What follows belongs to an exercise in optimizing a design on an open flow for small area, a short achievable clock period and few clock cycles; a production flow would make more cautious choices. Only simulation tests tie the RTL to the original design; equivalence was not proved. Power and IR drop assume default switching activity.

Design hwcnn_top, start of the top module:
module hwcnn_top (
	input  logic                        clk,
	input  logic                        arst_n,
	input  logic                        apb_psel,
	input  logic                        apb_penable,
	input  logic                        apb_pwrite,
	input  logic [12-1:0]    apb_paddr,
	input  logic [32-1:0]    apb_pwdata,
	output logic                        apb_pready,
	output logic [32-1:0]    apb_prdata,
	output logic                        apb_pslverr,
	input  logic [32-1:0]    instruct,
	input  logic                        inst_empty,
	output logic                        inst_req,
	output logic                        busy
);
clock: 7.0 ns
lec_check: 0
abc_clock_period_in_ps: 2600
cap_margin: 20
core_margin: 2
core_utilization: 60
cts_cluster_diameter: 100
cts_cluster_size: 20
setup_slack_margin: 4.4
slew_margin: 20
run.sh (not shown) runs the stock make flow with config.mk's settings and CLKGATE_MAP_FILE= SYNTH_SCRIPT=/design/flow/synth_recipe.tcl, a recipe that flattens the netlist after the stock synthesis.
The baseline passed the timing, design-rule and antenna checks.
Testbench counts at the start, summed over its fixed seeds: cycles 24,014.
Rerun with:
--- a/flow/config.mk
+++ b/flow/config.mk
@@ -6,5 +6,5 @@
 export NUM_CORES = 4
 export LEC_CHECK = 0
-export ABC_CLOCK_PERIOD_IN_PS = 2600
+export ABC_CLOCK_PERIOD_IN_PS = 2900
 export CAP_MARGIN = 20
 export CORE_MARGIN = 2
@@ -12,4 +12,4 @@
 export CTS_CLUSTER_DIAMETER = 100
 export CTS_CLUSTER_SIZE = 20
-export SETUP_SLACK_MARGIN = 4.4
+export SETUP_SLACK_MARGIN = 4.1
 export SLEW_MARGIN = 20
After rerunning: Total power is lower by about 3%. Cell area came out lower by 1.9%. Via count hardly moves. Maximum frequency is lower by about 5%. Synthesized cell count stays the same. Routed wire length fell by 1.4%. Setup slack got worse by 0.14 ns. Critical path depth is higher by 2. Sequential power barely changes. Non-clock buffer count came out lower by 38. Clock power fell by about 0.8%.


hwcnn_top, a different RTL version from the one above (not shown whole).
Size: about 5,900 cells after synthesis, about 99,000 µm² of cells after synthesis.
clock: 7.0 ns
lec_check: 0
abc_clock_period_in_ps: 2600
cap_margin: 20
core_margin: 2
core_utilization: 60
cts_cluster_diameter: 100
cts_cluster_size: 20
setup_slack_margin: 4.4
slew_margin: 20
Testbench counts at the start, summed over its fixed seeds: cycles 23,633.
Change:
--- a/flow/config.mk
+++ b/flow/config.mk
@@ -13 +13 @@
-export CTS_CLUSTER_SIZE = 20
+export CTS_CLUSTER_SIZE = 25
Effect: The changed run completed with no timing, DRC or antenna violations; sequential cell count stays the same; synthesized area is unchanged; worst hold slack improves by 40 ps; worst setup slack degrades by 21 ps; wire length went down by 0.94%; maximum frequency fell by 0.72%; combinational power stays flat; cell count fell by 0.75%; clock skew drops by 39 ps; synthesized cell count does not change; non-clock buffer count fell by 19.
Change:
--- a/flow/config.mk
+++ b/flow/config.mk
@@ -11 +11 @@
-export CORE_UTILIZATION = 60
+export CORE_UTILIZATION = 65
What happened: Routed wire length went down by about 0.9%; global-route usage went up by 2.5 points; total power is about the same; core utilization went up by 5.4 points; register-to-register slack got worse by 50 ps; clock skew went up by 13 ps; setup slack improved by 60 ps; cell area went down by 0.32%; sequential power is about the same; non-clock buffer count went down by 41.


## the reference run
hwcnn_top again, from the RTL that the note above started with.
clock: 7.0 ns
lec_check: 0
abc_clock_period_in_ps: 2600
cap_margin: 20
core_margin: 2
core_utilization: 65
cts_cluster_diameter: 100
cts_cluster_size: 20
setup_slack_margin: 4.4
slew_margin: 20
Testbench counts of the reference run, summed over its fixed seeds: cycles 23,633.
--- input diff the reference run..the trial run ---
diff --git a/flow/config.mk b/flow/config.mk
--- a/flow/config.mk
+++ b/flow/config.mk
@@ -6,10 +6,10 @@
 export NUM_CORES = 4
 export LEC_CHECK = 0
-export ABC_CLOCK_PERIOD_IN_PS = 2600
+export ABC_CLOCK_PERIOD_IN_PS = 2500
 export CAP_MARGIN = 20
 export CORE_MARGIN = 2
-export CORE_UTILIZATION = 65
+export CORE_UTILIZATION = 60
 export CTS_CLUSTER_DIAMETER = 100
 export CTS_CLUSTER_SIZE = 20
-export SETUP_SLACK_MARGIN = 4.4
+export SETUP_SLACK_MARGIN = 4.5
 export SLEW_MARGIN = 20
## What came out
Comparing the trial run against the reference run, there is no change at all in sequential cell count.
NOTE: number of nets in the layout in the trial run exceeds that of the reference run
When the trial run is measured against the reference run, its number of antenna violations at the first check in global routing turns out 1 higher.
Total instance count after detailed placement: the trial run > the reference run
The reference run → the trial run: total power picked up an extra 2.6%; total leakage power higher; share of power burned in the clock network down 0.2 points; flop and latch count out of synthesis ~0 delta.

port drivers added, routing unchanged:
In the flow no input, the clock included, has a driving cell. The finished layouts below were timed again as built, in two steps. Step 1 assumes that a clkbuf_16 drives the clock port and a buf_2 every other input. Step 2 times the ports against the registers' clock, not the clock port: input delays grow and output delays shrink by t, the midpoint of the rising clock arrivals with the driver on. Slacks: ideal / step 1 / step 2; pairs: ideal / step 1.
run	shift t [ns]	slack for setup (ns)	clock arrival spread, ns
the first run of note 1	0.881	4.159 / 4.073 / 3.425	0.047 / 0.047
the second run of note 1	0.873	4.016 / 3.995 / 3.122	0.034 / 0.035
the first run of note 2	0.858	4.168 / 4.076 / 3.405	0.081 / 0.080
the second run of note 2	0.837	4.148 / 4.061 / 3.401	0.040 / 0.040
the third run of note 2	0.841	4.208 / 4.115 / 3.401	0.051 / 0.051
the reference run	0.851	4.170 / 4.090 / 3.389	0.078 / 0.077
the trial run	0.891	4.179 / 4.090 / 3.403	0.041 / 0.041
After both steps every run listed still meets setup and hold. The setup slack of the second run of note 1, which loses most, moves by -0.021 ns with the drivers and by -0.894 ns with both steps.
